Source: an optimization exercise on an open RTL-to-GDS flow (aim: small area). Production flows keep margins and buffers that such runs may drop.
Function was checked by simulation only, so behaviour that the tests miss may differ from the original.
Power and IR drop assume default switching activity.

==> config.mk <==
export PLATFORM = sky130hd
export DESIGN_NAME = mips_top
export DESIGN_NICKNAME = mips_top
export VERILOG_FILES = /design/flow/design.v
export SDC_FILE = /design/flow/constraint.sdc
export NUM_CORES = 4
export LEC_CHECK = 0
export CAP_MARGIN = 20
export CORE_MARGIN = 2
export CORE_UTILIZATION = 45
export SLEW_MARGIN = 20
==> design.v <==
package mips_isa_pkg;
    localparam int OPCODE_LSB = 26;
    localparam int OPCODE_W   = 6;
    localparam int RS_LSB     = 21;
    localparam int RT_LSB     = 16;
    localparam int RD_LSB     = 11;
    localparam int SHAMT_LSB  = 6;
    localparam int SHAMT_W    = 5;
    localparam int FUNCT_LSB  = 0;
    localparam int FUNCT_W    = 6;
    localparam int IMM16_LSB  = 0;
    localparam int IMM16_W    = 16;
    localparam int REG_ADDR_W = 5;
    localparam int REG_COUNT  = 32;
    typedef logic [REG_ADDR_W-1:0] reg_addr_t;
    typedef enum logic [OPCODE_W-1:0] {
        SPECIAL = 6'h00,
        ADDIU   = 6'h09,
        SLTI    = 6'h0a,
        ANDI    = 6'h0c,
        ORI     = 6'h0d,
        XORI    = 6'h0e,
        LUI     = 6'h0f
    } opcode_e;
    typedef enum logic [FUNCT_W-1:0] {
        SLL  = 6'h00,
        SRL  = 6'h02,
        SRA  = 6'h03,
        ADDU = 6'h21,
        SUBU = 6'h23,
        AND  = 6'h24,
        OR   = 6'h25,
        XOR  = 6'h26,
        NOR  = 6'h27,
        SLT  = 6'h2a,
        SLTU = 6'h2b
    } funct_e;
endpackage
package mips_pipe_pkg;
    localparam int XLEN = 32;
    typedef logic [XLEN-1:0] word_t;
    localparam word_t RESET_PC = 32'hbfc0_0000;
    localparam word_t PC_STEP  = 32'd4;
    localparam int WB_LATENCY  = 3;
    localparam int WB_WEN_BITS = 4;
    typedef enum logic [3:0] {
        ALU_ADD  = 4'd0,
        ALU_SUB  = 4'd1,
        ALU_AND  = 4'd2,
        ALU_OR   = 4'd3,
        ALU_XOR  = 4'd4,
        ALU_NOR  = 4'd5,
        ALU_SLT  = 4'd6,
        ALU_SLTU = 4'd7,
        ALU_SLL  = 4'd8,
        ALU_SRL  = 4'd9,
        ALU_SRA  = 4'd10,
        ALU_LUI  = 4'd11
    } alu_op_e;
endpackage
`timescale 1ns/1ps
module mips_fetch (
    input  logic                 clock_i,
    input  logic                 rst_n_i,
    input  logic                 inst_stall_i,
    input  mips_pipe_pkg::word_t inst_sram_rdata_i,
    output mips_pipe_pkg::word_t inst_sram_addr_o,
    output logic                 fetch_valid_o,
    output mips_pipe_pkg::word_t fetch_pc_o,
    output mips_pipe_pkg::word_t fetch_inst_o
);
    mips_pipe_pkg::word_t pc_q;
    always_ff @(posedge clock_i) begin
        if (!rst_n_i) begin
            pc_q <= mips_pipe_pkg::RESET_PC;
        end else if (!inst_stall_i) begin
            pc_q <= pc_q + mips_pipe_pkg::PC_STEP;
        end
    end
    assign inst_sram_addr_o = pc_q;
    always_ff @(posedge clock_i) begin
        if (!rst_n_i) begin
            fetch_valid_o <= 1'b0;
        end else begin
            fetch_valid_o <= !inst_stall_i;
        end
    end
    always_ff @(posedge clock_i) begin
        if (!inst_stall_i) begin
            fetch_pc_o   <= pc_q;
            fetch_inst_o <= inst_sram_rdata_i;
        end
    end
endmodule
`timescale 1ns/1ps
module mips_regfile (
    input  logic                    clock_i,
    input  logic                    rst_n_i,
    input  mips_isa_pkg::reg_addr_t rs_addr_i,
    input  mips_isa_pkg::reg_addr_t rt_addr_i,
    output mips_pipe_pkg::word_t    rs_data_o,
    output mips_pipe_pkg::word_t    rt_data_o,
    input  logic                    wb_valid_i,
    input  logic                    wb_write_en_i,
    input  mips_isa_pkg::reg_addr_t wb_write_addr_i,
    input  mips_pipe_pkg::word_t    wb_write_data_i
);
    mips_pipe_pkg::word_t regs_q [mips_isa_pkg::REG_COUNT];
    always_ff @(posedge clock_i) begin
        if (!rst_n_i) begin
            for (int i = 0; i < mips_isa_pkg::REG_COUNT; i++) begin
                regs_q[i] <= '0;
            end
        end else if (wb_valid_i && wb_write_en_i) begin
            regs_q[wb_write_addr_i] <= wb_write_data_i;
        end
    end
    assign rs_data_o = (rs_addr_i == '0) ? '0 : regs_q[rs_addr_i];
    assign rt_data_o = (rt_addr_i == '0) ? '0 : regs_q[rt_addr_i];
endmodule
`timescale 1ns/1ps
module mips_decode (
    input  logic                    clock_i,
    input  logic                    rst_n_i,
    input  logic                    fetch_valid_i,
    input  mips_pipe_pkg::word_t    fetch_pc_i,
    input  mips_pipe_pkg::word_t    fetch_inst_i,
    output mips_isa_pkg::reg_addr_t rs_addr_o,
    output mips_isa_pkg::reg_addr_t rt_addr_o,
    input  mips_pipe_pkg::word_t    rs_data_i,
    input  mips_pipe_pkg::word_t    rt_data_i,
    input  logic                    ex_valid_i,
    input  logic                    ex_write_en_i,
    input  mips_isa_pkg::reg_addr_t ex_write_addr_i,
    input  mips_pipe_pkg::word_t    ex_write_data_i,
    input  logic                    wb_valid_i,
    input  logic                    wb_write_en_i,
    input  mips_isa_pkg::reg_addr_t wb_write_addr_i,
    input  mips_pipe_pkg::word_t    wb_write_data_i,
    output logic                    exec_valid_o,
    output mips_pipe_pkg::word_t    exec_pc_o,
    output mips_pipe_pkg::alu_op_e  exec_alu_op_o,
    output mips_pipe_pkg::word_t    exec_operand_a_o,
    output mips_pipe_pkg::word_t    exec_operand_b_o,
    output logic [mips_isa_pkg::SHAMT_W-1:0] exec_shamt_o,
    output logic                    exec_write_en_o,
    output mips_isa_pkg::reg_addr_t exec_write_addr_o
);
    mips_isa_pkg::opcode_e              opcode;
    mips_isa_pkg::funct_e               funct;
    mips_isa_pkg::reg_addr_t            rd_addr;
    mips_isa_pkg::reg_addr_t            dest;
    logic [mips_isa_pkg::IMM16_W-1:0]   imm16;
    mips_pipe_pkg::word_t                imm_sext;
    mips_pipe_pkg::word_t                imm_zext;
    mips_pipe_pkg::word_t                imm_upper;
    mips_pipe_pkg::word_t                imm_ext;
    mips_pipe_pkg::word_t                rs_val;
    mips_pipe_pkg::word_t                rt_val;
    mips_pipe_pkg::alu_op_e              alu_op_d;
    logic                 known;
    logic                 write_en_d;
    assign opcode    = mips_isa_pkg::opcode_e'(fetch_inst_i[mips_isa_pkg::OPCODE_LSB +: mips_isa_pkg::OPCODE_W]);
    assign funct     = mips_isa_pkg::funct_e'(fetch_inst_i[mips_isa_pkg::FUNCT_LSB +: mips_isa_pkg::FUNCT_W]);
    assign rs_addr_o = fetch_inst_i[mips_isa_pkg::RS_LSB +: mips_isa_pkg::REG_ADDR_W];
    assign rt_addr_o = fetch_inst_i[mips_isa_pkg::RT_LSB +: mips_isa_pkg::REG_ADDR_W];
    assign rd_addr   = fetch_inst_i[mips_isa_pkg::RD_LSB +: mips_isa_pkg::REG_ADDR_W];
    assign imm16     = fetch_inst_i[mips_isa_pkg::IMM16_LSB +: mips_isa_pkg::IMM16_W];
    assign imm_sext  = {{(mips_pipe_pkg::XLEN-mips_isa_pkg::IMM16_W){imm16[mips_isa_pkg::IMM16_W-1]}}, imm16};
    assign imm_zext  = {{(mips_pipe_pkg::XLEN-mips_isa_pkg::IMM16_W){1'b0}}, imm16};
    assign imm_upper = {imm16, {(mips_pipe_pkg::XLEN-mips_isa_pkg::IMM16_W){1'b0}}};
    assign rs_val = (ex_valid_i && ex_write_en_i && ex_write_addr_i == rs_addr_o) ?
                    ex_write_data_i :
                    (wb_valid_i && wb_write_en_i && wb_write_addr_i == rs_addr_o) ?
                    wb_write_data_i : rs_data_i;
    assign rt_val = (ex_valid_i && ex_write_en_i && ex_write_addr_i == rt_addr_o) ?
                    ex_write_data_i :
                    (wb_valid_i && wb_write_en_i && wb_write_addr_i == rt_addr_o) ?
                    wb_write_data_i : rt_data_i;
    always_comb begin
        alu_op_d = mips_pipe_pkg::ALU_ADD;
        imm_ext  = imm_sext;
        known    = 1'b1;
        case (opcode)
            mips_isa_pkg::SPECIAL: begin
                case (funct)
                    mips_isa_pkg::SLL:     alu_op_d = mips_pipe_pkg::ALU_SLL;
                    mips_isa_pkg::SRL:     alu_op_d = mips_pipe_pkg::ALU_SRL;
                    mips_isa_pkg::SRA:     alu_op_d = mips_pipe_pkg::ALU_SRA;
                    mips_isa_pkg::ADDU:    alu_op_d = mips_pipe_pkg::ALU_ADD;
                    mips_isa_pkg::SUBU:    alu_op_d = mips_pipe_pkg::ALU_SUB;
                    mips_isa_pkg::AND:     alu_op_d = mips_pipe_pkg::ALU_AND;
                    mips_isa_pkg::OR:      alu_op_d = mips_pipe_pkg::ALU_OR;
                    mips_isa_pkg::XOR:     alu_op_d = mips_pipe_pkg::ALU_XOR;
                    mips_isa_pkg::NOR:     alu_op_d = mips_pipe_pkg::ALU_NOR;
                    mips_isa_pkg::SLT:     alu_op_d = mips_pipe_pkg::ALU_SLT;
                    mips_isa_pkg::SLTU:    alu_op_d = mips_pipe_pkg::ALU_SLTU;
                    default: known = 1'b0;
                endcase
            end
            mips_isa_pkg::ADDIU:   alu_op_d = mips_pipe_pkg::ALU_ADD;
            mips_isa_pkg::SLTI:    alu_op_d = mips_pipe_pkg::ALU_SLT;
            mips_isa_pkg::ANDI: begin
                alu_op_d = mips_pipe_pkg::ALU_AND;
                imm_ext  = imm_zext;
            end
            mips_isa_pkg::ORI: begin
                alu_op_d = mips_pipe_pkg::ALU_OR;
                imm_ext  = imm_zext;
            end
            mips_isa_pkg::XORI: begin
                alu_op_d = mips_pipe_pkg::ALU_XOR;
                imm_ext  = imm_zext;
            end
            mips_isa_pkg::LUI: begin
                alu_op_d = mips_pipe_pkg::ALU_LUI;
                imm_ext  = imm_upper;
            end
            default: known = 1'b0;
        endcase
    end
    assign dest       = (opcode == mips_isa_pkg::SPECIAL) ? rd_addr : rt_addr_o;
    assign write_en_d = fetch_valid_i && known && (dest != '0);
    always_ff @(posedge clock_i) begin
        if (!rst_n_i) begin
            exec_valid_o    <= 1'b0;
            exec_write_en_o <= 1'b0;
        end else begin
            exec_valid_o    <= fetch_valid_i && known;
            exec_write_en_o <= write_en_d;
        end
    end
    always_ff @(posedge clock_i) begin
        exec_pc_o         <= fetch_pc_i;
        exec_alu_op_o     <= alu_op_d;
        exec_operand_a_o  <= rs_val;
        exec_operand_b_o  <= (opcode == mips_isa_pkg::SPECIAL) ? rt_val : imm_ext;
        exec_shamt_o      <= fetch_inst_i[mips_isa_pkg::SHAMT_LSB +: mips_isa_pkg::SHAMT_W];
        exec_write_addr_o <= dest;
    end
endmodule
`timescale 1ns/1ps
module mips_alu (
    input  logic                    exec_valid_i,
    input  mips_pipe_pkg::word_t    exec_pc_i,
    input  mips_pipe_pkg::alu_op_e  exec_alu_op_i,
    input  mips_pipe_pkg::word_t    exec_operand_a_i,
    input  mips_pipe_pkg::word_t    exec_operand_b_i,
    input  logic [mips_isa_pkg::SHAMT_W-1:0] exec_shamt_i,
    input  logic                    exec_write_en_i,
    input  mips_isa_pkg::reg_addr_t exec_write_addr_i,
    output logic                    ex_valid_o,
    output mips_pipe_pkg::word_t    ex_pc_o,
    output logic                    ex_write_en_o,
    output mips_isa_pkg::reg_addr_t ex_write_addr_o,
    output mips_pipe_pkg::word_t    ex_write_data_o
);
    mips_pipe_pkg::word_t result;
    always_comb begin
        case (exec_alu_op_i)
            mips_pipe_pkg::ALU_ADD:  result = exec_operand_a_i + exec_operand_b_i;
            mips_pipe_pkg::ALU_SUB:  result = exec_operand_a_i - exec_operand_b_i;
            mips_pipe_pkg::ALU_AND:  result = exec_operand_a_i & exec_operand_b_i;
            mips_pipe_pkg::ALU_OR:   result = exec_operand_a_i | exec_operand_b_i;
            mips_pipe_pkg::ALU_XOR:  result = exec_operand_a_i ^ exec_operand_b_i;
            mips_pipe_pkg::ALU_NOR:  result = ~(exec_operand_a_i | exec_operand_b_i);
            mips_pipe_pkg::ALU_SLT: begin
                result = {{(mips_pipe_pkg::XLEN-1){1'b0}},
                          $signed(exec_operand_a_i) < $signed(exec_operand_b_i)};
            end
            mips_pipe_pkg::ALU_SLTU: begin
                result = {{(mips_pipe_pkg::XLEN-1){1'b0}}, exec_operand_a_i < exec_operand_b_i};
            end
            mips_pipe_pkg::ALU_SLL:  result = exec_operand_b_i << exec_shamt_i;
            mips_pipe_pkg::ALU_SRL:  result = exec_operand_b_i >> exec_shamt_i;
            mips_pipe_pkg::ALU_SRA:  result = $signed(exec_operand_b_i) >>> exec_shamt_i;
            mips_pipe_pkg::ALU_LUI:  result = exec_operand_b_i;
            default:  result = '0;
        endcase
    end
    assign ex_valid_o      = exec_valid_i;
    assign ex_pc_o         = exec_pc_i;
    assign ex_write_en_o   = exec_write_en_i;
    assign ex_write_addr_o = exec_write_addr_i;
    assign ex_write_data_o = result;
endmodule
`timescale 1ns/1ps
module mips_writeback (
    input  logic                                  clock_i,
    input  logic                                  rst_n_i,
    input  logic                                  ex_valid_i,
    input  mips_pipe_pkg::word_t                  ex_pc_i,
    input  logic                                  ex_write_en_i,
    input  mips_isa_pkg::reg_addr_t               ex_write_addr_i,
    input  mips_pipe_pkg::word_t                  ex_write_data_i,
    output logic                                  wb_valid_o,
    output mips_pipe_pkg::word_t                  wb_pc_o,
    output logic                                  wb_write_en_o,
    output mips_isa_pkg::reg_addr_t               wb_write_addr_o,
    output mips_pipe_pkg::word_t                  wb_write_data_o,
    output mips_pipe_pkg::word_t                  debug_wb_pc_o,
    output logic [mips_pipe_pkg::WB_WEN_BITS-1:0] debug_wb_wen_o,
    output mips_isa_pkg::reg_addr_t               debug_wb_num_o,
    output mips_pipe_pkg::word_t                  debug_wb_data_o
);
    always_ff @(posedge clock_i) begin
        if (!rst_n_i) begin
            wb_valid_o      <= 1'b0;
            wb_pc_o         <= '0;
            wb_write_en_o   <= 1'b0;
            wb_write_addr_o <= '0;
            wb_write_data_o <= '0;
        end else begin
            wb_valid_o      <= ex_valid_i;
            wb_pc_o         <= ex_pc_i;
            wb_write_en_o   <= ex_write_en_i;
            wb_write_addr_o <= ex_write_addr_i;
            wb_write_data_o <= ex_write_data_i;
        end
    end
    assign debug_wb_wen_o  = {mips_pipe_pkg::WB_WEN_BITS{wb_valid_o && wb_write_en_o}};
    assign debug_wb_num_o  = wb_write_addr_o;
    assign debug_wb_data_o = wb_write_data_o;
    assign debug_wb_pc_o   = wb_pc_o;
endmodule
`timescale 1ns/1ps
module mips_top (
    input  logic                                  clock_i,
    input  logic                                  rst_n_i,
    output mips_pipe_pkg::word_t                  inst_sram_addr_o,
    input  mips_pipe_pkg::word_t                  inst_sram_rdata_i,
    input  logic                                  inst_stall_i,
    output mips_pipe_pkg::word_t                  debug_wb_pc_o,
    output logic [mips_pipe_pkg::WB_WEN_BITS-1:0] debug_wb_wen_o,
    output mips_isa_pkg::reg_addr_t               debug_wb_num_o,
    output mips_pipe_pkg::word_t                  debug_wb_data_o
);
    logic      fetch_valid;
    mips_pipe_pkg::word_t     fetch_pc;
    mips_pipe_pkg::word_t     fetch_inst;
    mips_isa_pkg::reg_addr_t rs_addr;
    mips_isa_pkg::reg_addr_t rt_addr;
    mips_pipe_pkg::word_t     rs_data;
    mips_pipe_pkg::word_t     rt_data;
    logic               exec_valid;
    mips_pipe_pkg::word_t              exec_pc;
    mips_pipe_pkg::alu_op_e            exec_alu_op;
    mips_pipe_pkg::word_t              exec_operand_a;
    mips_pipe_pkg::word_t              exec_operand_b;
    logic [mips_isa_pkg::SHAMT_W-1:0] exec_shamt;
    logic               exec_write_en;
    mips_isa_pkg::reg_addr_t          exec_write_addr;
    logic      ex_valid;
    mips_pipe_pkg::word_t     ex_pc;
    logic      ex_write_en;
    mips_isa_pkg::reg_addr_t ex_write_addr;
    mips_pipe_pkg::word_t     ex_write_data;
    logic      wb_valid;
    mips_pipe_pkg::word_t     wb_pc;
    logic      wb_write_en;
    mips_isa_pkg::reg_addr_t wb_write_addr;
    mips_pipe_pkg::word_t     wb_write_data;
    mips_fetch i_fetch (
        .clock_i          (clock_i),
        .rst_n_i          (rst_n_i),
        .inst_stall_i     (inst_stall_i),
        .inst_sram_rdata_i(inst_sram_rdata_i),
        .inst_sram_addr_o (inst_sram_addr_o),
        .fetch_valid_o    (fetch_valid),
        .fetch_pc_o       (fetch_pc),
        .fetch_inst_o     (fetch_inst)
    );
    mips_decode i_decode (
        .clock_i          (clock_i),
        .rst_n_i          (rst_n_i),
        .fetch_valid_i    (fetch_valid),
        .fetch_pc_i       (fetch_pc),
        .fetch_inst_i     (fetch_inst),
        .rs_addr_o        (rs_addr),
        .rt_addr_o        (rt_addr),
        .rs_data_i        (rs_data),
        .rt_data_i        (rt_data),
        .ex_valid_i       (ex_valid),
        .ex_write_en_i    (ex_write_en),
        .ex_write_addr_i  (ex_write_addr),
        .ex_write_data_i  (ex_write_data),
        .wb_valid_i       (wb_valid),
        .wb_write_en_i    (wb_write_en),
        .wb_write_addr_i  (wb_write_addr),
        .wb_write_data_i  (wb_write_data),
        .exec_valid_o     (exec_valid),
        .exec_pc_o        (exec_pc),
        .exec_alu_op_o    (exec_alu_op),
        .exec_operand_a_o (exec_operand_a),
        .exec_operand_b_o (exec_operand_b),
        .exec_shamt_o     (exec_shamt),
        .exec_write_en_o  (exec_write_en),
        .exec_write_addr_o(exec_write_addr)
    );
    mips_regfile i_regfile (
        .clock_i        (clock_i),
        .rst_n_i        (rst_n_i),
        .rs_addr_i      (rs_addr),
        .rt_addr_i      (rt_addr),
        .rs_data_o      (rs_data),
        .rt_data_o      (rt_data),
        .wb_valid_i     (wb_valid),
        .wb_write_en_i  (wb_write_en),
        .wb_write_addr_i(wb_write_addr),
        .wb_write_data_i(wb_write_data)
    );
    mips_alu i_alu (
        .exec_valid_i     (exec_valid),
        .exec_pc_i        (exec_pc),
        .exec_alu_op_i    (exec_alu_op),
        .exec_operand_a_i (exec_operand_a),
        .exec_operand_b_i (exec_operand_b),
        .exec_shamt_i     (exec_shamt),
        .exec_write_en_i  (exec_write_en),
        .exec_write_addr_i(exec_write_addr),
        .ex_valid_o       (ex_valid),
        .ex_pc_o          (ex_pc),
        .ex_write_en_o    (ex_write_en),
        .ex_write_addr_o  (ex_write_addr),
        .ex_write_data_o  (ex_write_data)
    );
    mips_writeback i_writeback (
        .clock_i        (clock_i),
        .rst_n_i        (rst_n_i),
        .ex_valid_i     (ex_valid),
        .ex_pc_i        (ex_pc),
        .ex_write_en_i  (ex_write_en),
        .ex_write_addr_i(ex_write_addr),
        .ex_write_data_i(ex_write_data),
        .wb_valid_o     (wb_valid),
        .wb_pc_o        (wb_pc),
        .wb_write_en_o  (wb_write_en),
        .wb_write_addr_o(wb_write_addr),
        .wb_write_data_o(wb_write_data),
        .debug_wb_pc_o  (debug_wb_pc_o),
        .debug_wb_wen_o (debug_wb_wen_o),
        .debug_wb_num_o (debug_wb_num_o),
        .debug_wb_data_o(debug_wb_data_o)
    );
endmodule
==> constraint.sdc <==
create_clock -name core_clock -period 5.0 [get_ports {clock_i}]
set_input_delay 1.0000 -clock core_clock [delete_from_list [all_inputs] [get_ports {clock_i}]]
set_output_delay 1.0000 -clock core_clock [all_outputs]
set_load 0.01 [all_outputs]
==> run.sh <==
#!/bin/bash
# synth_recipe.tcl (not shown) runs the flow's synth.tcl, then flattens the netlist and writes it again
# the make line also repeats each setting of config.mk as NAME=value (left out here)
make -C /OpenROAD-flow-scripts/flow DESIGN_CONFIG=/design/flow/config.mk WORK_HOME=/design/flow/orfs CLKGATE_MAP_FILE= SYNTH_SCRIPT=/design/flow/synth_recipe.tcl finish
==> impl_metrics.json <==
{
  "outcome": "finished clean",
  "fin_worst_skew_ns": 0.04102,
  "hold_buffer_count_at_cts": 0,
  "synth.distinct_cells": 101,
  "total_switching_power_w": 0.01030,
  "timing.final.crit_share": 0.8944,
  "dieWidth_um": 409.4,
  "cts_buffers": 147,
  "ys_ff_latch": 1306,
  "setup_viol": 0,
  "drive_gt1_frac": 0.2437,
  "leakage_nw": 30.29,
  "critical_path_startpoint_category": "register",
  "swShare": 0.3249,
  "maxCapViolations": 0,
  "grt_pass1_wl_um": 392500,
  "power-per-cell-area_nw_per_um2": 376.6,
  "grt_setup_unrepaired": "no",
  "setup-tns-final_ns": 0,
  "hold_path.startpoint": "i_fetch.fetch_pc_o[25]",
  "ir_drop_uv": 364.3,
  "worst_ep_required_time_ns": 5.63,
  "comb_power_frac": 0.242,
  "hp-class": "register to register",
  "hold_violations": 0,
  "synth_largest_area_cell": "edfxtp_1",
  "cts_root_buffer": "clkbuf_16",
  "synth.top_cell.area_share": 0.4409,
  "postRouteWirelength_um": 278500,
  "initial_cell_density_of_the_core": 0.4539,
  "final.min_clock_period_ns": 4.472,
  "fillers": 13680,
  "die-area_um2": 167600,
  "globalRouteTotalUtil": 0.3311,
  "cts_tree": "yes",
  "globalRoute.totalOverflow": 0,
  "placement.setup.worst_slack_ns": 0.5317,
  "synth-edff-count": 1086,
  "via_count": 51220,
  "clock_sink_count": 1306,
  "drt-wirelength-per-cell_um": 35.43,
  "detailed_place_hpwl_um": 183900,
  "clock_latency_ns": 0.82,
  "cells_after_synth": 5530,
  "tightest_slew_ns": 1.169,
  "vias_per_cell": 6.517,
  "number_of_buffers_added_for_setup_after_cts": 0,
  "clock_tree.buffer_depth": 3,
  "layout.nets": 5702,
  "flow.area_growth_from_synthesis_pct": 13.83,
  "pwr-share-seq": 0.411,
  "max_freq_mhz": 223.6,
  "post_synth_main_area_contributors": "edfxtp_1, mux4_2, and2_1",
  "regToRegStartpoint": "i_decode.exec_operand_b_o[6]",
  "synth-warning-count": 5,
  "cp_data_arrival_time_ns": 5.10,
  "cts-resized-gates": 0,
  "maximum_fanout_count_along_the_critical_path": 13,
  "drtPass1Iterations": 6,
  "grt_antenna_before_repair": 17,
  "buffers_on_ports": 135,
  "hold_slack_ns": 0.3361,
  "place.gp.congestion": 0.9687,
  "postRouteAntennaNets": 0,
  "drc": 0,
  "timing.reg2reg.setup_slack_ns": 0.53,
  "chipHeight_um": 409.4,
  "synthesized_area_divided_by_synthesized_cell_count_um2": 13.38,
  "synth-main-ff-cell": "edfxtp_1",
  "timing.slew.headroom": 0.2159,
  "clock_pin_slew_reported_for_the_worst_setup_and_hold_paths_after_clock_tree_synthesis_ns": 0.07,
  "ioPinCount": 140,
  "core_region_area_um2": 163000,
  "drt-initial-drc-count": 7167,
  "cell_internal_pwr_w": 0.02141,
  "setup_slack_after_layout_ns": 0.5280,
  "clockPowerShare": 0.347,
  "htree_num_levels": 4,
  "slew_viol_final": 0,
  "crit_path_end_kind": "register",
  "setup.worst_path.start": "i_decode.exec_operand_b_o[6]",
  "grt_max_degree": 65,
  "sequential_share_of_the_synthesized_area": 0.5004,
  "type_of_the_setup_path_with_the_least_slack": "register to register",
  "syn_area_um2": 73970,
  "row_count": 148,
  "synthArstFlopShare": 0,
  "grt_pass1_vias": 50510
}
## flip-flops by register name, indices dropped and copies added, names as in the netlist, 4 cells and up, named ones only
register and cells:
i_writeback.wb_pc_o 30, i_regfile.regs_q 1024, i_writeback.wb_write_addr_o 5, i_decode.exec_pc_o 30, i_decode.exec_operand_b_o 32, i_fetch.pc_q 30, i_decode.exec_write_addr_o 5, i_writeback.wb_write_data_o 32
i_fetch.fetch_inst_o 32, i_decode.exec_shamt_o 5, i_decode.exec_operand_a_o 32, i_fetch.fetch_pc_o 30, i_decode.exec_alu_op_o 4
## worst paths after layout
path | end | depth (start not counted)
max | i_decode.exec_operand_b_o[19] | 10
min | i_decode.exec_pc_o[25] | 0
max reg2reg | i_decode.exec_operand_b_o[19] | 10
min reg2reg | i_decode.exec_pc_o[25] | 0
## Yosys cell counts (33+ instances only)
| library cell | instances |
|---|---|
| o211ai_1 | 37 |
| ha_1 | 104 |
| a211oi_1 | 57 |
| nor2_1 | 278 |
| and2_1 | 1082 |
| clkbuf_1 | 430 |
| edfxtp_1 | 1086 |
| mux2_2 | 33 |
| inv_1 | 102 |
| nor3_1 | 53 |
| buf_1 | 57 |
| nand2_1 | 179 |
| a21oi_1 | 179 |
| buf_2 | 58 |
| o21ai_0 | 130 |
| mux4_2 | 700 |
| nand3_1 | 48 |
| dfxtp_1 | 220 |
| mux2i_1 | 120 |
## per-layer routing
| layer | vias to the layer above | wire [um] | GRT usage | share of wire |
|---|---|---|---|---|
| met5 | - | 42 | 0 | 0.00015 |
| met4 | 6 | 14800 | 0.1551 | 0.053 |
| met3 | 572 | 29010 | 0.07676 | 0.10 |
| met2 | 3114 | 129300 | 0.5160 | 0.46 |
| met1 | 26400 | 105300 | 0.4398 | 0.38 |
| li1 | 21130 | - | - | - |
## layout by cell type (no fill, tap or decap), types with 20 or more instances in the layout
cell type        Yosys  routed
nand4_1             20      20
a211oi_1            57      57
o21ai_4              0      32
nor2b_1             28      28
clkdlybuf4s50_1      0     134
mux2i_1            120     120
ha_1               104     104
a21o_1              21      21
buf_4               16     268
buf_12               0      37
nor3_1              53      50
dfxtp_1            220     202
o21ai_0            130      96
clkbuf_16            0     147
mux2_2              33      33
edfxtp_1          1086    1086
nor2_4               0      32
clkinv_1             1      23
o221ai_1            21      21
xor2_1              29      29
clkbuf_1           430      33
o211ai_1            37      37
inv_1              102     101
a31oi_1             22      22
a22oi_1             28      28
nand3_1             48      48
o21ai_1             25      27
nor2_1             278     244
mux4_2             700     700
a21oi_1            179     179
a221oi_1            30      30
and2_1            1082    1082
nand2_1            179     178
## logic make-up after synthesis
family / Yosys count / share of synthesized area
flops: 1306 / 0.5004
xor+xnor: 47 / 0.005565
simple gates: 1802 / 0.1366
fa+ha+maj: 106 / 0.01813
other cells: 1 / 0.00005070
mux: 855 / 0.2347
buf+inv: 674 / 0.03630
compound gates: 739 / 0.06820
## power groups by stage
stage,Combinational (W),Sequential [W],Clock [W]
2_1_floorplan,0.00451,0.0129,0
4_1_cts,0.00753,0.0130,0.0111
3_3_place_gp,0.00751,0.0132,0
5_1_grt,0.00798,0.0131,0.0115
6_report,0.00768,0.0130,0.0110
3_5_place_dp,0.00750,0.0132,0
## through the flow
| step | cell area (um2) | cells | util | power [W] |
|---|---|---|---|---|
| after floorplan | 73980 | 5533 | - | 0.01737 |
| after global placement | 79230 | 7583 | 0.4862 | 0.02072 |
| after detailed placement | 79320 | 7586 | 0.4868 | 0.02074 |
| after CTS | 84180 | 7854 | 0.5166 | 0.03164 |
| after global routing | 84180 | 7855 | 0.5166 | 0.03256 |
| final | 84190 | 7859 | 0.5167 | 0.03171 |
## layout make-up
class	count	area, um2	share of cell area
tap	2175	2721	0.03232
clock buffer	190	3940	0.04680
inverter	110	412.9	0.004904
clock inverter	78	915.9	0.01088
timing repair buffer	443	4184	0.04970
multi-input combinational	3553	34950	0.4151
sequential	1306	37060	0.4402
antenna	4	10.01	0.0001189
## critical path, cell delays in order, from the launching register on
cell,delay [ns]
dfxtp_1,0.59
inv_1,0.12
ha_1,0.54
nor3b_1,0.10
a2111oi_1,0.64
a2111oi_0,0.28
a2111oi_1,0.99
o21ai_1,0.16
a221o_1,0.39
a21oi_1,0.29
o221ai_1,0.19

[port drivers added, routing unchanged]
The flow's constraints put no driver on any port. The routed layout listed below was extracted and timed again, unchanged, in two steps. Step 1: set_driving_cell puts a clkbuf_16 on clock_i and a buf_2 on each other input, an assumption about the parent block. Step 2, shift: input delay + t, output delay - t, t = (earliest + latest rising clock arrival at the registers) / 2. This alone moves slack from input paths to output paths. Slacks: no drivers / after step 1 / after step 2; pairs: no drivers / after step 1.
t (ns): 0.889
slack for setup (ns): 0.528 / 0.528 / 0.528
clock arrival spread, ns: 0.043 / 0.042
After both steps setup and hold are still met in this run. For this run, drivers alone change the setup slack by 0.000 ns; drivers and shift together by 0.000 ns.
